Context: an optimization exercise on an open-source flow, tuned for small area and a short achievable clock period. The choices shown serve that exercise and are no tape-out recipe.
RTL that was checked went through simulation tests only; none was proved equivalent to the original.
No driver is modelled on the clock port, so clock power and skew are understated where the tree is cut down; a real chip needs a root buffer or a tree.
Power figures rest on the tool's default switching activity, not on a simulated workload.

// wb_trace_fifo
module wb_trace_fifo #(
  parameter int XLEN  = 32,
  parameter int DEPTH = 16,
  parameter int CNT_W = 32
) (
  input  logic                     clk,
  input  logic                     rst_n,
  input  logic                     wb_have_inst,
  input  logic [XLEN-1:0]          wb_pc,
  input  logic                     wb_ena,
  input  logic [4:0]               wb_reg,
  input  logic [XLEN-1:0]          wb_value,
  input  logic [1:0]               trace_mode,
  input  logic                     flush,
  input  logic                     clr_ovf,
  output logic                     out_valid,
  input  logic                     out_ready,
  output logic [CNT_W-1:0]         out_seq,
  output logic [XLEN-1:0]          out_pc,
  output logic                     out_ena,
  output logic [4:0]               out_reg,
  output logic [XLEN-1:0]          out_value,
  output logic [$clog2(DEPTH):0]   level,
  output logic                     overflow,
  output logic [CNT_W-1:0]         drop_cnt,
  output logic [CNT_W-1:0]         retired
);
For scale: about 3700 cells after synthesis, roughly 1700 flip-flops, roughly 250 I/O pins.
==> module wb_trace_fifo, before the edit <==
module wb_trace_fifo #(
  parameter int XLEN  = 32,
  parameter int DEPTH = 16,
  parameter int CNT_W = 32
) (
  input  logic                     clk,
  input  logic                     rst_n,
  input  logic                     wb_have_inst,
  input  logic [XLEN-1:0]          wb_pc,
  input  logic                     wb_ena,
  input  logic [4:0]               wb_reg,
  input  logic [XLEN-1:0]          wb_value,
  input  logic [1:0]               trace_mode,
  input  logic                     flush,
  input  logic                     clr_ovf,
  output logic                     out_valid,
  input  logic                     out_ready,
  output logic [CNT_W-1:0]         out_seq,
  output logic [XLEN-1:0]          out_pc,
  output logic                     out_ena,
  output logic [4:0]               out_reg,
  output logic [XLEN-1:0]          out_value,
  output logic [$clog2(DEPTH):0]   level,
  output logic                     overflow,
  output logic [CNT_W-1:0]         drop_cnt,
  output logic [CNT_W-1:0]         retired
);
  localparam int AW = $clog2(DEPTH);
  localparam int EW = CNT_W + XLEN + 1 + 5 + XLEN;
  localparam int SD = DEPTH - 1;           
  logic [EW-1:0] mem [SD];
  logic [EW-1:0] hd;
  logic [EW-1:0] din;
  logic [EW-1:0] rdata;
  logic [SD-1:0] wr_oh;
  logic [SD-1:0] rd_oh;
  logic [SD-1:0] wr_nf;                    
  logic qual, full, pop, push, drop;
  logic le1;                               
  logic st_push, st_pop;
  always_comb begin
    qual = 1'b0;
    case (trace_mode)
      2'd1:    qual = wb_have_inst;
      2'd2:    qual = wb_have_inst & wb_ena;
      2'd3:    qual = wb_have_inst & wb_ena & (wb_reg != 5'd0);
      default: qual = 1'b0;
    endcase
  end
  assign full = level[AW];
  assign pop  = out_valid & out_ready & ~flush;
  assign push = qual & (~full | pop) & ~flush;
  assign drop = qual & full & ~out_ready & ~flush;
  assign din = {retired, wb_pc, wb_ena, wb_reg, wb_value};
  logic lv_one, lv_mid, lv_ge2;
  assign lv_one  = le1 & out_valid;
  assign lv_ge2  = ~le1;
  assign lv_mid  = ~le1 & ~full;
  assign st_push = qual & ~flush & (lv_mid | (lv_one & ~out_ready) | (full & out_ready));
  assign st_pop  = out_ready & ~flush & lv_ge2;
  logic [AW:0]      lvl_inc, lvl_dec;
  logic             ov_inc, le1_dec;
  logic [CNT_W-1:0] dc_sat, ret_inc;
  wb_trace_fifo_cand #(.AW(AW), .CNT_W(CNT_W)) u_cand (
    .level(level), .drop_cnt(drop_cnt), .retired(retired),
    .lvl_inc(lvl_inc), .lvl_dec(lvl_dec), .ov_inc(ov_inc), .le1_dec(le1_dec),
    .dc_sat(dc_sat), .ret_inc(ret_inc), .wr_oh(wr_oh), .full(full), .wr_nf(wr_nf)
  );
  logic inc, dec;
  assign inc = qual & ~flush & (~out_valid | (~full & ~out_ready));
  assign dec = out_valid & out_ready & ~flush & ~qual;
  always_ff @(posedge clk or negedge rst_n) begin
    if (!rst_n) begin
      level     <= '0;
      out_valid <= 1'b0;
      le1       <= 1'b1;
    end else if (flush) begin
      level     <= '0;
      out_valid <= 1'b0;
      le1       <= 1'b1;
    end else if (inc) begin
      level     <= lvl_inc;
      out_valid <= 1'b1;
      le1       <= ~out_valid;
    end else if (dec) begin
      level     <= lvl_dec;
      out_valid <= ov_inc;
      le1       <= le1_dec;
    end
  end
  always_ff @(posedge clk or negedge rst_n) begin
    if (!rst_n) begin
      wr_oh <= {{(SD-1){1'b0}}, 1'b1};
      rd_oh <= {{(SD-1){1'b0}}, 1'b1};
    end else if (flush) begin
      wr_oh <= {{(SD-1){1'b0}}, 1'b1};
      rd_oh <= {{(SD-1){1'b0}}, 1'b1};
    end else begin
      if (st_push) wr_oh <= {wr_oh[SD-2:0], wr_oh[SD-1]};
      if (st_pop)  rd_oh <= {rd_oh[SD-2:0], rd_oh[SD-1]};
    end
  end
  always_ff @(posedge clk) begin
    for (int i = 0; i < SD; i++) begin
      if (wr_nf[i] | (wr_oh[i] & out_ready)) mem[i] <= din;
    end
  end
  always_comb begin
    rdata = '0;
    for (int i = 0; i < SD; i++) begin
      rdata = rdata | ({EW{rd_oh[i]}} & mem[i]);
    end
  end
  always_ff @(posedge clk) begin
    if (~out_valid | out_ready) hd <= le1 ? din : rdata;
  end
  assign {out_seq, out_pc, out_ena, out_reg, out_value} = hd;
  always_ff @(posedge clk or negedge rst_n) begin
    if (!rst_n) begin
      retired <= '0;
    end else if (wb_have_inst) begin
      retired <= ret_inc;
    end
  end
  logic [CNT_W-1:0] dc_nodrop, dc_drop;
  assign dc_nodrop = clr_ovf ? '0 : drop_cnt;
  assign dc_drop   = clr_ovf ? {{(CNT_W-1){1'b0}}, 1'b1} : dc_sat;
  always_ff @(posedge clk or negedge rst_n) begin
    if (!rst_n) begin
      overflow <= 1'b0;
      drop_cnt <= '0;
    end else begin
      overflow <= drop | (overflow & ~clr_ovf);
      drop_cnt <= drop ? dc_drop : dc_nodrop;
    end
  end
endmodule
==> module wb_trace_fifo_cand, before the edit <==
module wb_trace_fifo_cand #(
  parameter int AW    = 4,
  parameter int CNT_W = 32
) (
  input  logic [AW:0]      level,
  input  logic [CNT_W-1:0] drop_cnt,
  input  logic [CNT_W-1:0] retired,
  output logic [AW:0]      lvl_inc,
  output logic [AW:0]      lvl_dec,
  output logic             ov_inc,    
  output logic             le1_dec,   
  output logic [CNT_W-1:0] dc_sat,    
  output logic [CNT_W-1:0] ret_inc,
  input  logic [14:0]      wr_oh,
  input  logic             full,
  output logic [14:0]      wr_nf      
);
  assign wr_nf   = wr_oh & {15{~full}};
  assign lvl_inc = level + 1'b1;
  assign lvl_dec = level - 1'b1;
  assign ov_inc  = (level != {{AW{1'b0}}, 1'b1});
  assign le1_dec = (level <= {{(AW-1){1'b0}}, 2'd2});
  assign dc_sat  = (drop_cnt == '1) ? drop_cnt : drop_cnt + 1'b1;
  assign ret_inc = retired + 1'b1;
endmodule
clock: 4.5 ns
lec_check: 0
cap_margin: 20
core_margin: 2
core_utilization: 60
cts_cluster_diameter: 100
cts_cluster_size: 25
place_density: 0.7
setup_slack_margin: 2.3
slew_margin: 20
synth_hierarchical: 1
synth_minimum_keep_size: 0
standard.sh (not shown) runs the stock make flow with config.mk's settings and CLKGATE_MAP_FILE= SYNTH_SCRIPT=/design/flow/synth_recipe.tcl, a recipe that flattens the netlist after the stock synthesis.
==> flow/flow/run.sh <==
#!/bin/bash
# Own layout flow: the standard ORFS flow, with two changes:
#  - the clock tree is built by flow/mycts.tcl (a two-level balanced tree:
#    the clock port drives 4 root buffers, each root drives a group of leaf
#    buffers, each leaf drives a cluster of ~26 nearby flip-flops) instead of
#    TritonCTS's three-level tree;
#  - ports are buffered with sky130_fd_sc_hd__buf_2 (timing repair resizes
#    them as needed) instead of the delay cell buffer_ports picks by default.
# Synthesis is the standard synthesis, unchanged.
set -euo pipefail
work=$(pwd)
export PRE_CTS_TCL="$work/flow/mycts.tcl"
export MYCTS_CSIZE=26
export MYCTS_NROOT=4
export BUFFER_PORTS_ARGS="-buffer_cell sky130_fd_sc_hd__buf_2"
bash standard.sh synth > "$work/synth.log" 2>&1
bash standard.sh finish > "$work/layout.log" 2>&1
Other scripts of this flow, unchanged in this note and not shown: flow/flow/mycts.tcl
Then changed:
--- a/flow/design.v
+++ b/flow/design.v
@@ -34,8 +34,10 @@
   logic [EW-1:0] rdata;
   logic [SD-1:0] wr_oh;
   logic [SD-1:0] rd_oh;
+  logic [SD-1:0] rd_ohn;                   
   logic [SD-1:0] wr_nf;                    
   logic qual, full, pop, push, drop;
+  logic nfull;                             
   logic le1;                               
   logic st_push, st_pop;
   always_comb begin
@@ -64,7 +66,7 @@
   wb_trace_fifo_cand #(.AW(AW), .CNT_W(CNT_W)) u_cand (
     .level(level), .drop_cnt(drop_cnt), .retired(retired),
     .lvl_inc(lvl_inc), .lvl_dec(lvl_dec), .ov_inc(ov_inc), .le1_dec(le1_dec),
-    .dc_sat(dc_sat), .ret_inc(ret_inc), .wr_oh(wr_oh), .full(full), .wr_nf(wr_nf)
+    .dc_sat(dc_sat), .ret_inc(ret_inc), .wr_oh(wr_oh), .nfull(nfull), .wr_nf(wr_nf)
   );
   logic inc, dec;
   assign inc = qual & ~flush & (~out_valid | (~full & ~out_ready));
@@ -74,30 +76,39 @@
       level     <= '0;
       out_valid <= 1'b0;
       le1       <= 1'b1;
+      nfull     <= 1'b1;
     end else if (flush) begin
       level     <= '0;
       out_valid <= 1'b0;
       le1       <= 1'b1;
+      nfull     <= 1'b1;
     end else if (inc) begin
       level     <= lvl_inc;
       out_valid <= 1'b1;
       le1       <= ~out_valid;
+      nfull     <= ~lvl_inc[AW];
     end else if (dec) begin
       level     <= lvl_dec;
       out_valid <= ov_inc;
       le1       <= le1_dec;
+      nfull     <= 1'b1;
     end
   end
   always_ff @(posedge clk or negedge rst_n) begin
     if (!rst_n) begin
       wr_oh <= {{(SD-1){1'b0}}, 1'b1};
       rd_oh <= {{(SD-1){1'b0}}, 1'b1};
+      rd_ohn <= {{(SD-1){1'b1}}, 1'b0};
     end else if (flush) begin
       wr_oh <= {{(SD-1){1'b0}}, 1'b1};
       rd_oh <= {{(SD-1){1'b0}}, 1'b1};
+      rd_ohn <= {{(SD-1){1'b1}}, 1'b0};
     end else begin
       if (st_push) wr_oh <= {wr_oh[SD-2:0], wr_oh[SD-1]};
-      if (st_pop)  rd_oh <= {rd_oh[SD-2:0], rd_oh[SD-1]};
+      if (st_pop) begin
+        rd_oh  <= {rd_oh[SD-2:0], rd_oh[SD-1]};
+        rd_ohn <= {rd_ohn[SD-2:0], rd_ohn[SD-1]};
+      end
     end
   end
   always_ff @(posedge clk) begin
@@ -105,12 +116,22 @@
       if (wr_nf[i] | (wr_oh[i] & out_ready)) mem[i] <= din;
     end
   end
+  logic [EW/2-1:0]    mem_lo [SD];
+  logic [EW-EW/2-1:0] mem_hi [SD];
   always_comb begin
-    rdata = '0;
+    for (int i = 0; i < SD; i++) {mem_hi[i], mem_lo[i]} = mem[i];
+  end
+  logic [EW/2-1:0]    rd_lo;
+  logic [EW-EW/2-1:0] rd_hi;
+  always_comb begin
+    rd_lo = '0;
+    rd_hi = '0;
     for (int i = 0; i < SD; i++) begin
-      rdata = rdata | ({EW{rd_oh[i]}} & mem[i]);
+      rd_lo = rd_lo | ({(EW/2){rd_oh[i]}}       & mem_lo[i]);
+      rd_hi = rd_hi | ({(EW-EW/2){~rd_ohn[i]}} & mem_hi[i]);
     end
   end
+  assign rdata = {rd_hi, rd_lo};
   always_ff @(posedge clk) begin
     if (~out_valid | out_ready) hd <= le1 ? din : rdata;
   end
@@ -149,10 +170,10 @@
   output logic [CNT_W-1:0] dc_sat,    
   output logic [CNT_W-1:0] ret_inc,
   input  logic [14:0]      wr_oh,
-  input  logic             full,
+  input  logic             nfull,
   output logic [14:0]      wr_nf      
 );
-  assign wr_nf   = wr_oh & {15{~full}};
+  assign wr_nf   = wr_oh & {15{nfull}};
   assign lvl_inc = level + 1'b1;
   assign lvl_dec = level - 1'b1;
   assign ov_inc  = (level != {{AW{1'b0}}, 1'b1});
Result: The changed run completed without violations. Final cell count came out lower slightly. Clock skew came out lower by 0.013 ns. Wire length came out lower by a few percent. Core utilization came out lower by 0.52 points. Setup slack loses 0.14 ns. First-iteration DRC count came out lower by about a fifth. Area after synthesis came out higher slightly. Sequential share of layout area came out higher by 0.85 points. Global-route usage came out lower by 2.1 points. Cell area came out lower slightly. Total power came out lower by a few percent. Synthesized cell count came out lower slightly.
Function was not checked in any run of this note: the RTL went through the layout flow alone. In every run of this note, the design's own scripts or RTL, not TritonCTS, make the clock network.

---

Setup of 10-01:
The RTL this note starts from:
==> flow/design.v <==
module wb_trace_fifo #(
  parameter int XLEN  = 32,
  parameter int DEPTH = 16,
  parameter int CNT_W = 32
) (
  input  logic                     clk,
  input  logic                     rst_n,
  input  logic                     wb_have_inst,
  input  logic [XLEN-1:0]          wb_pc,
  input  logic                     wb_ena,
  input  logic [4:0]               wb_reg,
  input  logic [XLEN-1:0]          wb_value,
  input  logic [1:0]               trace_mode,
  input  logic                     flush,
  input  logic                     clr_ovf,
  output logic                     out_valid,
  input  logic                     out_ready,
  output logic [CNT_W-1:0]         out_seq,
  output logic [XLEN-1:0]          out_pc,
  output logic                     out_ena,
  output logic [4:0]               out_reg,
  output logic [XLEN-1:0]          out_value,
  output logic [$clog2(DEPTH):0]   level,
  output logic                     overflow,
  output logic [CNT_W-1:0]         drop_cnt,
  output logic [CNT_W-1:0]         retired
);
  localparam int AW = $clog2(DEPTH);
  localparam int EW = CNT_W + XLEN + 1 + 5 + XLEN;
  localparam int SD = DEPTH - 1;           
  logic [EW-1:0] mem [SD];
  logic [EW-1:0] hd;
  logic [EW-1:0] din;
  logic [EW-1:0] rdata;
  logic [SD-1:0] wr_oh;
  logic [SD-1:0] rd_oh;
  logic qual, full, pop, push, drop;
  logic le1;                               
  logic st_push, st_pop;
  always_comb begin
    qual = 1'b0;
    case (trace_mode)
      2'd1:    qual = wb_have_inst;
      2'd2:    qual = wb_have_inst & wb_ena;
      2'd3:    qual = wb_have_inst & wb_ena & (wb_reg != 5'd0);
      default: qual = 1'b0;
    endcase
  end
  assign full = level[AW];
  assign pop  = out_valid & out_ready & ~flush;
  assign push = qual & (~full | pop) & ~flush;
  assign drop = qual & full & ~out_ready & ~flush;
  assign din = {retired, wb_pc, wb_ena, wb_reg, wb_value};
  assign st_push = push & ~(~out_valid | (le1 & pop));
  assign st_pop  = pop & ~le1;
  logic [AW:0]      lvl_inc, lvl_dec;
  logic             ov_inc, le1_dec;
  logic [CNT_W-1:0] dc_sat, ret_inc;
  wb_trace_fifo_cand #(.AW(AW), .CNT_W(CNT_W)) u_cand (
    .level(level), .drop_cnt(drop_cnt), .retired(retired),
    .lvl_inc(lvl_inc), .lvl_dec(lvl_dec), .ov_inc(ov_inc), .le1_dec(le1_dec),
    .dc_sat(dc_sat), .ret_inc(ret_inc)
  );
  logic inc, dec;
  assign inc = push & ~pop;
  assign dec = pop & ~push;
  always_ff @(posedge clk or negedge rst_n) begin
    if (!rst_n) begin
      level     <= '0;
      out_valid <= 1'b0;
      le1       <= 1'b1;
    end else if (flush) begin
      level     <= '0;
      out_valid <= 1'b0;
      le1       <= 1'b1;
    end else if (inc) begin
      level     <= lvl_inc;
      out_valid <= 1'b1;
      le1       <= ~out_valid;
    end else if (dec) begin
      level     <= lvl_dec;
      out_valid <= ov_inc;
      le1       <= le1_dec;
    end
  end
  always_ff @(posedge clk or negedge rst_n) begin
    if (!rst_n) begin
      wr_oh <= {{(SD-1){1'b0}}, 1'b1};
      rd_oh <= {{(SD-1){1'b0}}, 1'b1};
    end else if (flush) begin
      wr_oh <= {{(SD-1){1'b0}}, 1'b1};
      rd_oh <= {{(SD-1){1'b0}}, 1'b1};
    end else begin
      if (st_push) wr_oh <= {wr_oh[SD-2:0], wr_oh[SD-1]};
      if (st_pop)  rd_oh <= {rd_oh[SD-2:0], rd_oh[SD-1]};
    end
  end
  always_ff @(posedge clk) begin
    for (int i = 0; i < SD; i++) begin
      if (wr_oh[i] & (~full | out_ready)) mem[i] <= din;
    end
  end
  always_comb begin
    rdata = '0;
    for (int i = 0; i < SD; i++) begin
      rdata = rdata | ({EW{rd_oh[i]}} & mem[i]);
    end
  end
  always_ff @(posedge clk) begin
    if (~out_valid | out_ready) hd <= le1 ? din : rdata;
  end
  assign {out_seq, out_pc, out_ena, out_reg, out_value} = hd;
  always_ff @(posedge clk or negedge rst_n) begin
    if (!rst_n) begin
      retired <= '0;
    end else if (wb_have_inst) begin
      retired <= ret_inc;
    end
  end
  logic [CNT_W-1:0] dc_nodrop, dc_drop;
  assign dc_nodrop = clr_ovf ? '0 : drop_cnt;
  assign dc_drop   = clr_ovf ? {{(CNT_W-1){1'b0}}, 1'b1} : dc_sat;
  always_ff @(posedge clk or negedge rst_n) begin
    if (!rst_n) begin
      overflow <= 1'b0;
      drop_cnt <= '0;
    end else begin
      overflow <= drop | (overflow & ~clr_ovf);
      drop_cnt <= drop ? dc_drop : dc_nodrop;
    end
  end
endmodule
module wb_trace_fifo_cand #(
  parameter int AW    = 4,
  parameter int CNT_W = 32
) (
  input  logic [AW:0]      level,
  input  logic [CNT_W-1:0] drop_cnt,
  input  logic [CNT_W-1:0] retired,
  output logic [AW:0]      lvl_inc,
  output logic [AW:0]      lvl_dec,
  output logic             ov_inc,    
  output logic             le1_dec,   
  output logic [CNT_W-1:0] dc_sat,    
  output logic [CNT_W-1:0] ret_inc
);
  assign lvl_inc = level + 1'b1;
  assign lvl_dec = level - 1'b1;
  assign ov_inc  = (level != {{AW{1'b0}}, 1'b1});
  assign le1_dec = (level <= {{(AW-1){1'b0}}, 2'd2});
  assign dc_sat  = (drop_cnt == '1) ? drop_cnt : drop_cnt + 1'b1;
  assign ret_inc = retired + 1'b1;
endmodule
==> flow/config.mk <==
export PLATFORM = sky130hd
export DESIGN_NAME = wb_trace_fifo
export DESIGN_NICKNAME = wb_trace_fifo
export VERILOG_FILES = /design/flow/design.v
export SDC_FILE = /design/flow/constraint.sdc
export NUM_CORES = 4
export LEC_CHECK = 0
export CAP_MARGIN = 20
export CORE_MARGIN = 2
export CORE_UTILIZATION = 60
export CTS_CLUSTER_DIAMETER = 100
export CTS_CLUSTER_SIZE = 25
export PLACE_DENSITY = 0.7
export SETUP_SLACK_MARGIN = 2.3
export SLEW_MARGIN = 20
export SYNTH_HIERARCHICAL = 1
export SYNTH_MINIMUM_KEEP_SIZE = 0
==> flow/constraint.sdc <==
create_clock -name core_clock -period 4.5 [get_ports {clk}]
set_input_delay 0.9000 -clock core_clock [delete_from_list [all_inputs] [get_ports {clk}]]
set_output_delay 0.9000 -clock core_clock [all_outputs]
set_load 0.01 [all_outputs]
Scripts as last shown in full above: flow/flow/run.sh
Other scripts of this flow, unchanged in this note and not shown: flow/flow/mycts.tcl
10-01 finished every step from synthesis to the final layout, and the layout passed the timing, DRC and antenna checks.
Inputs modified between 10-01 and 07-15:
--- a/flow/design.v
+++ b/flow/design.v
@@ -52,6 +52,10 @@
   assign drop = qual & full & ~out_ready & ~flush;
   assign din = {retired, wb_pc, wb_ena, wb_reg, wb_value};
-  assign st_push = push & ~(~out_valid | (le1 & pop));
-  assign st_pop  = pop & ~le1;
+  logic lv_one, lv_mid, lv_ge2;
+  assign lv_one  = le1 & out_valid;
+  assign lv_ge2  = ~le1;
+  assign lv_mid  = ~le1 & ~full;
+  assign st_push = qual & ~flush & (lv_mid | (lv_one & ~out_ready) | (full & out_ready));
+  assign st_pop  = out_ready & ~flush & lv_ge2;
   logic [AW:0]      lvl_inc, lvl_dec;
   logic             ov_inc, le1_dec;
@@ -63,6 +67,6 @@
   );
   logic inc, dec;
-  assign inc = push & ~pop;
-  assign dec = pop & ~push;
+  assign inc = qual & ~flush & (~out_valid | (~full & ~out_ready));
+  assign dec = out_valid & out_ready & ~flush & ~qual;
   always_ff @(posedge clk or negedge rst_n) begin
     if (!rst_n) begin
==> notes.md <==
- 07-15 ended up with more standard cells than 10-01.
- On post-cts hold buffer count, 10-01 and 07-15 are basically level.
- Comparing 10-01 and 07-15, the lower routability-driven placement congestion ratio was measured on 10-01.
- Changes observed in 07-15 relative to 10-01: timing-limited maximum frequency shows an increase of about 6.5%; wire length on met3 shows an increase of 3.7%; source-to-sink clock delay at the later pin of the worst-skew pair shows no meaningful change.
- Against 10-01, 07-15 reports a total number of vias that is higher.
Function not checked in 07-15: the RTL went through the layout flow alone. In every run of this note, the design's own scripts or RTL, not TritonCTS, make the clock network.

==> what the ideal ports hide <==
In the flow no input, the clock included, has a driving cell. The finished layouts below were timed again as built, in two steps.
Step 1, drivers: a clkbuf_16 drives clk and a buf_2 each remaining input, both assumed.
Step 2, shift: input delay + t, output delay - t, t = (earliest + latest rising clock arrival at the registers) / 2. This alone moves slack from input paths to output paths.
Slacks: ideal ports / drivers / drivers and shift; pairs: ideal ports / drivers.
| run | t (ns) | slack for setup (ns) | hold WS [ns] | worst register clock-pin slew, ns |
|---|---|---|---|---|
| the first run of note 1 | 0.692 | 2.249 / 2.136 / 1.682 | 0.424 / 0.289 / 0.490 | 0.10 / 0.10 |
| the second run of note 1 | 0.691 | 2.110 / 2.152 / 1.541 | 0.404 / 0.282 / 0.482 | 0.11 / 0.11 |
| 10-01 | 0.694 | 2.051 / 2.068 / 1.421 | 0.379 / 0.247 / 0.522 | 0.11 / 0.11 |
| 07-15 | 0.691 | 2.200 / 2.144 / 1.723 | 0.468 / 0.343 / 0.488 | 0.11 / 0.11 |
After both steps setup and hold are still met in every run listed. The setup slack of 10-01, which loses most, moves by +0.017 ns with the drivers and by -0.630 ns with both steps.
